What follows belongs to an exercise in optimizing a design on an open flow for small area, a short achievable clock period and few clock cycles per item; a production flow would make more cautious choices. Where RTL was checked, it was by simulation tests only, not by an equivalence proof against the original.

Design ex_stage, start of the top module:
module ex_stage (
    input  logic        clk_i,
    input  logic        rst_ni,
    input  logic        issue_req_i,
    input  logic [70:0] issue_data_i,
    output logic        issue_ack_o,
    output logic        wb_req_o,
    output logic [34:0] wb_data_o,
    input  logic        wb_ack_i
);
    logic [3:0]  in_op;
    logic [2:0]  in_id;
    logic [31:0] in_a, in_b;
    assign {in_op, in_id, in_a, in_b} = issue_data_i;
    logic        q_v, q_ph, q_cy;
    logic [2:0]  q_id;
    logic [31:0] q_a, q_b;
    logic        q_add, q_sub, q_slt, q_and, q_or, q_xor, q_sll, q_srl, q_mul;
    logic        q_mv, q_ar;
    logic        s_v;
    logic [34:0] s_data;
    logic        m_busy, m_done, m_av, m_rdy, m_p, m_cz;
    logic [2:0]  m_id;
    logic [31:0] m_a, m_b, m_s, m_c;
    logic [31:0] m_s_nxt, m_c_nxt;
    logic [2:0]  m_d0, m_d1;
    logic q_free, capture, load_slot, mul_start, mul_reload, step1;
    assign mul_start  = q_mv && m_av;
    assign mul_reload = m_rdy && (!q_v || q_mv);
    assign load_slot  = (!s_v || (wb_req_o && wb_ack_i)) && q_ar;
    assign step1      = q_v && !q_ph;
    assign q_free     = !q_v || load_slot || mul_start;
    assign capture    = issue_req_i && !issue_ack_o && q_free && !mul_reload;
    logic [7:0]  s_blk0;
    logic        c_blk0;
    logic [31:0] s0_all, s1_all;
    logic [3:0]  g_all, p_all;
  ...
export LEC_CHECK = 0
export ABC_AREA = 1
export CAP_MARGIN = 20
export CORE_MARGIN = 2
export CORE_UTILIZATION = 40
export SETUP_SLACK_MARGIN = 3.05
export SLEW_MARGIN = 20
create_clock -name core_clock -period 5.5 [get_ports {clk_i}]
standard.sh (not shown) runs the stock make flow with config.mk's settings and CLKGATE_MAP_FILE= SYNTH_SCRIPT=/design/flow/synth_recipe.tcl, a recipe that flattens the netlist after the stock synthesis.
==> flow/flow/run.sh <==
#!/bin/bash
# Standard synthesis, unchanged; then the standard layout steps with the port
# buffers made from the smallest plain buffer (the resizer still upsizes any
# that need it) and with the resizer free to use cells of any footprint.
set -euo pipefail
export BUFFER_PORTS_ARGS="-buffer_cell sky130_fd_sc_hd__buf_1"
bash standard.sh synth > synth.log 2>&1
bash standard.sh MATCH_CELL_FOOTPRINT=0 finish > layout.log 2>&1
The first run finished with timing, DRC and antenna clean.
Testbench counts at the start, summed over its fixed seeds: cycles 6,879, ops 2,400.
==> next run, changes <==
==> flow/flow/run.sh (replaced) <==
#!/bin/bash
# Standard layout, with the port buffers made from the smallest plain buffer
# (the resizer still upsizes any that need it).
set -euo pipefail
export BUFFER_PORTS_ARGS="-buffer_cell sky130_fd_sc_hd__buf_1"
bash standard.sh > standard.log 2>&1
- CAP_MARGIN: 20 -> 5
- SETUP_SLACK_MARGIN: 3.05 -> 3.1
- SLEW_MARGIN: 20 -> 5
Result: Maximum frequency rose by 2.6%. Area after synthesis is unchanged. Setup slack gets better by 0.062 ns. Global-route usage fell by 1.4 points. Count of clock-buffer cells in the layout fell by 3. Via count fell by about 0.7%. Synthesized cell count is unchanged. Worst hold slack gets better by 0.0046 ns. Non-clock buffer count rose by 14.
==> next run, changes <==
- CAP_MARGIN: 5 -> 20
- SETUP_SLACK_MARGIN: 3.1 -> 3.0
- SLEW_MARGIN: 5 -> 20
Result: The new run ran to the end with no violations. Worst setup slack degrades by 0.084 ns. Wire length came out higher slightly. Global-route usage came out higher by 0.68 points. Register-to-register slack degrades by 0.08 ns. Cell count came out lower slightly. First-iteration DRC count came out higher by about a fifth. Utilization came out lower by 0.61 points.
==> next run, changes <==
==> flow/run.sh (new file) <==
#!/bin/bash
# synth_recipe.tcl (not shown) runs the flow's synth.tcl, then flattens the netlist and writes it again
# the make line also repeats each setting of config.mk as NAME=value (left out here)
make -C /OpenROAD-flow-scripts/flow DESIGN_CONFIG=/design/flow/config.mk WORK_HOME=/design/flow/orfs CLKGATE_MAP_FILE= SYNTH_SCRIPT=/design/flow/synth_recipe.tcl finish
- SETUP_SLACK_MARGIN: 3.0 -> 3.05
removed: flow/flow/run.sh
removed: flow/standard.sh
The new run ran to the end with no violations.
Utilization increases by 2.3 points.
Final cell count goes up by 0.96%.
Final area grows by 5.1%.
Critical path depth does not change.
Area after synthesis stays the same.
Maximum frequency came out higher by about 1.4%.
Worst setup slack improved by 0.033 ns.
Via count came out lower by about 0.4%.
Hold slack hardly moves.

========
Another version of the RTL of ex_stage (not shown whole).
Size: ~1800 cells after synthesis, about 240 flip-flops, ~110 I/O pins.
Settings: LEC_CHECK=0, CAP_MARGIN=20, CORE_MARGIN=2, CORE_UTILIZATION=40, SLEW_MARGIN=20; clock period 5.5 ns.
run.sh (not shown) runs the stock make flow with config.mk's settings and CLKGATE_MAP_FILE= SYNTH_SCRIPT=/design/flow/synth_recipe.tcl, a recipe that flattens the netlist after the stock synthesis.
Stock flow here: none of the scripts above is used.
The baseline produced a clean layout.
Then changed:
- SETUP_SLACK_MARGIN: not set -> 2
After rerunning: Non-clock buffer count rises by 3; via count rises slightly; register-to-register slack gets better by 1.0 ns; die area is unchanged.
No functional check of the RTL was part of any run of this note.

========
ex_stage, a different RTL version from the one above (not shown whole).
Size in the first run: ~110 I/O pins, roughly 0.018 sq mm of cells after synthesis.
export LEC_CHECK = 0
export ABC_AREA = 1
export CAP_MARGIN = 20
export CORE_MARGIN = 2
export CORE_UTILIZATION = 40
export CTS_BUF_LIST = sky130_fd_sc_hd__clkbuf_4 sky130_fd_sc_hd__clkbuf_8
export SETUP_SLACK_MARGIN = 3.0
export SLEW_MARGIN = 20
create_clock -name core_clock -period 5.5 [get_ports {clk_i}]
standard.sh (not shown) runs the stock make flow with config.mk's settings and CLKGATE_MAP_FILE= SYNTH_SCRIPT=/design/flow/synth_recipe.tcl, a recipe that flattens the netlist after the stock synthesis.
==> flow/flow/run.sh <==
#!/bin/bash
# Standard layout, with the port buffers made from the smallest plain buffer
# (the resizer still upsizes any that need it).
set -euo pipefail
export BUFFER_PORTS_ARGS="-buffer_cell sky130_fd_sc_hd__buf_1"
bash standard.sh > standard.log 2>&1
The first run passed the timing, design-rule and antenna checks.
Testbench counts at the start, summed over its fixed seeds: cycles 6,883, ops 2,400.
Change:
--- a/flow/config.mk
+++ b/flow/config.mk
@@ -11,3 +11,3 @@
 export CORE_UTILIZATION = 40
-export CTS_BUF_LIST = sky130_fd_sc_hd__clkbuf_4 sky130_fd_sc_hd__clkbuf_8
+export CTS_BUF_LIST = sky130_fd_sc_hd__clkbuf_2 sky130_fd_sc_hd__clkbuf_4
 export SETUP_SLACK_MARGIN = 3.0
Outcome: Die area stays the same; wire length grows by 0.49%; global-route usage increases by 0.18 points; area after synthesis stays the same; design area hardly moves; via count rose by 1.3%.

========
Another version of the RTL of ex_stage (not shown whole).
For scale: about 2200 cells after synthesis, about 110 I/O pins, ~0.017 sq mm of cells after synthesis.
clock: 5.5 ns
lec_check: 0
abc_area: 1
cap_margin: 20
core_margin: 2
core_utilization: 40
setup_slack_margin: 3.05
slew_margin: 20
Scripts as last shown in full above: flow/flow/run.sh
Rerun with:
- SETUP_SLACK_MARGIN: 3.05 -> 3.2
The new run produced a clean layout. Cell count is higher by 1.3%. Count of clock-buffer cells in the layout is higher by 6. Via count is higher by 2.9%.
Function was not checked in any run of this note: the RTL went through the layout flow alone.

========
alpha:
The RTL this note starts from:
==> flow/design.v <==
package ex_pkg;
    localparam int unsigned XLEN          = 32;
    localparam int unsigned TRANS_ID_BITS = 3;
    typedef enum logic [3:0] {
        ADD = 4'd0,
        SUB = 4'd1,
        AND = 4'd2,
        OR  = 4'd3,
        XOR = 4'd4,
        SLL = 4'd5,
        SRL = 4'd6,
        SLT = 4'd7,
        MUL = 4'd8
    } fu_op_e;
    typedef struct packed {
        fu_op_e                   operator;
        logic [TRANS_ID_BITS-1:0] trans_id;
        logic [XLEN-1:0]          operand_a;
        logic [XLEN-1:0]          operand_b;
    } fu_data_t;
    typedef struct packed {
        logic [TRANS_ID_BITS-1:0] trans_id;
        logic [XLEN-1:0]          result;
    } wb_data_t;
endpackage
`timescale 1ns/1ps
module mul_step (
    input  logic [31:0] a_i,
    input  logic [3:0]  b_i,
    input  logic        p_i,
    input  logic [31:0] s_i,
    input  logic [31:0] c_i,
    output logic [31:0] s_o,
    output logic [31:0] c_o
);
    logic [31:0] pp0, pp1, s1, c1;
    logic        n0, n1;
    booth_pp bp0 (.a_i(a_i),      .d_i({b_i[1:0], p_i}), .pp_o(pp0), .neg_o(n0));
    booth_pp bp1 (.a_i(a_i << 2), .d_i(b_i[3:1]),         .pp_o(pp1), .neg_o(n1));
    csa32 csa_a (.x_i(s_i), .y_i({c_i[31:1], n0}), .z_i(pp0), .s_o(s1), .c_o(c1));
    csa32 csa_b (.x_i(s1),  .y_i({c1[31:1], n1}),  .z_i(pp1), .s_o(s_o), .c_o(c_o));
endmodule
module booth_pp (
    input  logic [31:0] a_i,
    input  logic [2:0]  d_i,
    output logic [31:0] pp_o,
    output logic        neg_o
);
    logic one, two;
    assign one   = d_i[1] ^ d_i[0];
    assign two   = (d_i[2] & ~d_i[1] & ~d_i[0]) | (~d_i[2] & d_i[1] & d_i[0]);
    assign neg_o = d_i[2];
    assign pp_o  = (({32{one}} & a_i) | ({32{two}} & (a_i << 1))) ^ {32{neg_o}};
endmodule
module csa32 (
    input  logic [31:0] x_i,
    input  logic [31:0] y_i,
    input  logic [31:0] z_i,
    output logic [31:0] s_o,
    output logic [31:0] c_o
);
    logic [31:0] maj;
    assign s_o = x_i ^ y_i ^ z_i;
    assign maj = (x_i & y_i) | (x_i & z_i) | (y_i & z_i);
    assign c_o = {maj[30:0], 1'b0};
endmodule
module cond_add8 (
    input  logic [7:0] a_i,
    input  logic [7:0] b_i,
    input  logic       c_i,
    output logic [7:0] s0_o,
    output logic [7:0] s1_o,
    output logic       g_o,
    output logic       p_o
);
    logic [7:0] p0, g0;
    logic [7:0] g [4];
    logic [7:0] p [4];
    always_comb begin
        p0 = a_i ^ b_i;
        g0 = a_i & b_i;
        g[0] = g0;
        p[0] = p0;
        g[0][0] = g0[0] | (p0[0] & c_i);
        for (int l = 0; l < 3; l++) begin
            for (int i = 0; i < 8; i++) begin
                if ((i >> l) & 1) begin
                    g[l+1][i] = g[l][i] | (p[l][i] & g[l][((i >> l) << l) - 1]);
                    p[l+1][i] = p[l][i] & p[l][((i >> l) << l) - 1];
                end else begin
                    g[l+1][i] = g[l][i];
                    p[l+1][i] = p[l][i];
                end
            end
        end
        s0_o[0] = p0[0] ^ c_i;
        s1_o[0] = ~p0[0];
        for (int i = 1; i < 8; i++) begin
            s0_o[i] = p0[i] ^ g[3][i-1];
            s1_o[i] = p0[i] ^ (g[3][i-1] | p[3][i-1]);
        end
        g_o = g[3][7];
        p_o = p[3][7];
    end
endmodule
`timescale 1ns/1ps
module ex_stage (
    input  logic        clk_i,
    input  logic        rst_ni,
    input  logic        issue_req_i,
    input  logic [70:0] issue_data_i,
    output logic        issue_ack_o,
    output logic        wb_req_o,
    output logic [34:0] wb_data_o,
    input  logic        wb_ack_i
);
    logic [3:0]  in_op;
    logic [2:0]  in_id;
    logic [31:0] in_a, in_b;
    assign {in_op, in_id, in_a, in_b} = issue_data_i;
    logic        q_v, q_ph, q_cy;
    logic [2:0]  q_id;
    logic [31:0] q_a, q_b;
    logic        q_add, q_sub, q_slt, q_and, q_or, q_xor, q_sll, q_srl, q_mul, q_one;
    logic        s_v;
    logic [34:0] s_data;
    logic        m_busy, m_done, m_p;
    logic [2:0]  m_id;
    logic [31:0] m_a, m_b, m_s, m_c;
    logic [31:0] m_s_nxt, m_c_nxt;
    logic q_free, capture, load_slot, mul_start, mul_reload, step1;
    assign mul_start  = q_v && q_mul && (!m_busy || m_done);
    assign mul_reload = m_busy && m_done && (!q_v || q_mul);
    assign load_slot  = !s_v && q_v && (q_ph || q_one) && !q_mul;
    assign step1      = q_v && !q_ph;
    assign q_free     = !q_v || load_slot || mul_start;
    assign capture    = issue_req_i && !issue_ack_o && q_free && !mul_reload;
    logic [7:0]  s_blk0;
    logic        c_blk0;
    logic [23:0] s0_hi, s1_hi;
    logic [2:0]  g_hi, p_hi;
    logic [31:0] sh1;
    cond_add8 blk0 (.a_i(q_a[7:0]), .b_i(q_b[7:0]), .c_i(q_sub),
                    .s0_o(s_blk0), .s1_o(), .g_o(c_blk0), .p_o());
    for (genvar k = 1; k < 4; k++) begin : g_blk
        cond_add8 blk (.a_i(q_a[8*k +: 8]), .b_i(q_b[8*k +: 8]), .c_i(1'b0),
                       .s0_o(s0_hi[8*(k-1) +: 8]), .s1_o(s1_hi[8*(k-1) +: 8]),
                       .g_o(g_hi[k-1]), .p_o(p_hi[k-1]));
    end
    assign sh1 = q_a >> {q_b[4:2], 2'b00};
    logic        c1, c2, c3, lt;
    logic [31:0] sum, sh2, sh2_rev, res;
    assign c1  = q_cy;
    assign c2  = q_b[1] | (q_b[0] & q_cy);
    assign c3  = q_b[3] | (q_b[2] & q_b[1]) | (q_b[2] & q_b[0] & q_cy);
    assign sum = {c3 ? q_b[31:24] : q_a[31:24],
                  c2 ? q_b[23:16] : q_a[23:16],
                  c1 ? q_b[15:8]  : q_a[15:8],
                  q_a[7:0]};
    assign lt  = q_b[6] ? q_b[7] : sum[31];
    always_comb begin
        sh2 = q_a >> q_b[1:0];
        for (int i = 0; i < 32; i++) sh2_rev[i] = sh2[31 - i];
        res = ({32{q_add}} & sum)
            | ({32{q_and}} & (q_a & q_b))
            | ({32{q_or}}  & (q_a | q_b))
            | ({32{q_xor}} & (q_a ^ q_b))
            | ({32{q_srl}} & sh2)
            | ({32{q_sll}} & sh2_rev)
            | {31'd0, q_slt & lt};
    end
    always_ff @(posedge clk_i or negedge rst_ni) begin
        if (!rst_ni) begin
            issue_ack_o <= 1'b0;
            q_v         <= 1'b0;
            q_ph        <= 1'b0;
            s_v         <= 1'b0;
            wb_req_o    <= 1'b0;
            m_busy      <= 1'b0;
        end else begin
            issue_ack_o <= issue_ack_o ? issue_req_i : capture;
            q_v         <= capture || mul_reload || (q_v && !load_slot && !mul_start);
            q_ph        <= q_v && !q_free && !mul_reload;
            s_v         <= load_slot || (s_v && !(wb_req_o && wb_ack_i));
            wb_req_o    <= wb_req_o ? !wb_ack_i : (!wb_ack_i && (s_v || load_slot));
            m_busy      <= mul_start || (m_busy && !mul_reload);
        end
    end
    logic        in_sub, in_sll;
    logic [31:0] in_a_rev;
    assign in_sub = (in_op == 4'd1) || (in_op == 4'd7);
    assign in_sll = (in_op == 4'd5);
    always_comb for (int i = 0; i < 32; i++) in_a_rev[i] = in_a[31 - i];
    always_ff @(posedge clk_i) begin
        if (mul_reload) begin
            q_id  <= m_id;
            q_a   <= m_s;
            q_b   <= m_c;
            {q_add, q_sub, q_slt, q_and, q_or, q_xor, q_sll, q_srl, q_mul, q_one} <= 10'b1000000000;
        end else if (q_free) begin
            q_id  <= in_id;
            q_a   <= in_sll ? in_a_rev : in_a;
            q_b   <= in_sub ? ~in_b : in_b;
            q_add <= (in_op == 4'd0) || (in_op == 4'd1);
            q_sub <= in_sub;
            q_slt <= (in_op == 4'd7);
            q_and <= (in_op == 4'd2);
            q_or  <= (in_op == 4'd3);
            q_xor <= (in_op == 4'd4);
            q_sll <= in_sll;
            q_srl <= (in_op == 4'd6);
            q_mul <= (in_op == 4'd8);
            q_one <= (in_op == 4'd2) || (in_op == 4'd3) || (in_op == 4'd4) || (in_op > 4'd8);
        end else if (step1) begin
            if (q_add || q_slt) begin
                q_a  <= {s0_hi, s_blk0};
                q_b  <= {s1_hi, q_a[31], q_a[31] == q_b[31], 2'b00, g_hi[1], p_hi[1], g_hi[0], p_hi[0]};
                q_cy <= c_blk0;
            end
            if (q_sll || q_srl) q_a <= sh1;
        end
    end
    always_ff @(posedge clk_i) begin
        if (load_slot) s_data <= {q_id, res};
    end
    assign wb_data_o = s_data;
    mul_step step_i (
        .a_i  ( m_a      ),
        .b_i  ( m_b[3:0] ),
        .p_i  ( m_p      ),
        .s_i  ( m_s      ),
        .c_i  ( m_c      ),
        .s_o  ( m_s_nxt  ),
        .c_o  ( m_c_nxt  )
    );
    always_ff @(posedge clk_i) begin
        if (mul_start) m_id <= q_id;
        m_a    <= mul_start ? q_a : (m_a << 4);
        m_b    <= mul_start ? q_b : (m_b >> 4);
        m_p    <= mul_start ? 1'b0 : m_b[3];
        m_s    <= mul_start ? '0 : m_s_nxt;
        m_c    <= mul_start ? '0 : m_c_nxt;
        m_done <= mul_start ? (q_b == '0 || q_a == '0)
                            : ((m_b[31:4] == '0 && !m_b[3]) || m_a[27:0] == '0);
    end
endmodule
clock: 5.5 ns
lec_check: 0
abc_area: 1
cap_margin: 20
core_margin: 2
core_utilization: 40
setup_slack_margin: 3.0
slew_margin: 20
run.sh (not shown) runs the stock make flow with config.mk's settings and CLKGATE_MAP_FILE= SYNTH_SCRIPT=/design/flow/synth_recipe.tcl, a recipe that flattens the netlist after the stock synthesis.
Stock flow here: none of the scripts above is used.
alpha closes out successfully: all stages finished, all timing, DRC and antenna checks passed.
## Diff of input files: beta against alpha
# alpha
export LEC_CHECK = 0
export ABC_AREA = 1
export CAP_MARGIN = 20
export CORE_MARGIN = 2
export CORE_UTILIZATION = 40
export SETUP_SLACK_MARGIN = 3.0
export SLEW_MARGIN = 20
create_clock -name core_clock -period 5.5 [get_ports {clk_i}]
# beta
export LEC_CHECK = 0
export CAP_MARGIN = 20
export CORE_MARGIN = 2
export CORE_UTILIZATION = 40
export SETUP_SLACK_MARGIN = 3.0
export SLEW_MARGIN = 20
create_clock -name core_clock -period 5.5 [get_ports {clk_i}]
Results
- beta vs alpha, launching element of the worst setup path: q_a[9] vs q_b[0]
- Against alpha, beta comes in 0.47 ns higher on worst slack after detailed placement.
- Note that the synthesized netlist cell count recorded for alpha amounts to 1.16 times the value seen in beta.
- Main combinational cell family by area after synthesis = compound AO/OA/AOI/OAI gates: beta; main combinational cell family by area after synthesis = simple AND/OR/NAND/NOR gates: alpha
- Comparing beta against alpha, there is no change at all in hold violation total from the final report.
- beta against alpha: clock skew -0.0088 ns, worst hold slack increased by 0.010 ns relative to the old numbers, number of nets produced by synthesis fell by about 12%, final standard cell utilization of the core grew by 0.62 points.
- beta: floorplan die height is 0.77% higher than what alpha reported.
No functional check of the RTL was part of any run of this note.

[port drivers added, routing unchanged]
The results above use ideal ports. As a check the final layouts listed here were re-extracted and re-timed, cells and wires unchanged. Step 1 assumes that a clkbuf_16 drives the clock port and a buf_2 every other input. Step 2, shift: input delay + t, output delay - t, t = (earliest + latest rising clock arrival at the registers) / 2. This alone moves slack from input paths to output paths. Three values: ideal ports, drivers, drivers and shift; two values: the first two.
run	shift t [ns]	setup slack, ns	latest minus earliest clock arrival (ns)	worst register clock-pin slew, ns	cell pins on the clock port's net
the first run of note 1	0.661	3.057 / 3.057 / 2.457	0.031 / 0.031	0.07 / 0.07	1
the second run of note 1	0.650	3.119 / 3.119 / 2.509	0.020 / 0.020	0.07 / 0.07	1
the third run of note 1	0.651	3.035 / 3.042 / 2.413	0.042 / 0.043	0.07 / 0.07	1
the fourth run of note 1	0.605	3.068 / 3.064 / 2.521	0.044 / 0.045	0.07 / 0.07	1
the first run of note 2	0.622	1.085 / 1.085 / 1.085	0.022 / 0.022	0.07 / 0.07	1
the second run of note 2	0.625	2.106 / 2.106 / 2.106	0.028 / 0.028	0.07 / 0.07	1
the first run of note 3	0.680	2.964 / 2.964 / 2.458	0.032 / 0.033	0.07 / 0.07	1
the second run of note 3	0.867	3.027 / 2.981 / 2.537	0.069 / 0.069	0.08 / 0.08	1
the first run of note 4	0.641	3.050 / 3.050 / 2.459	0.014 / 0.014	0.06 / 0.06	1
the second run of note 4	0.652	3.062 / 3.065 / 2.413	0.023 / 0.022	0.08 / 0.08	1
alpha	0.643	2.815 / 2.815 / 2.427	0.021 / 0.021	0.07 / 0.07	1
beta	0.623	2.831 / 2.831 / 2.484	0.012 / 0.013	0.06 / 0.06	1
After both steps setup and hold are still met in every run listed. The setup slack of the second run of note 4, which loses most, moves by +0.003 ns with the drivers and by -0.649 ns with both steps.
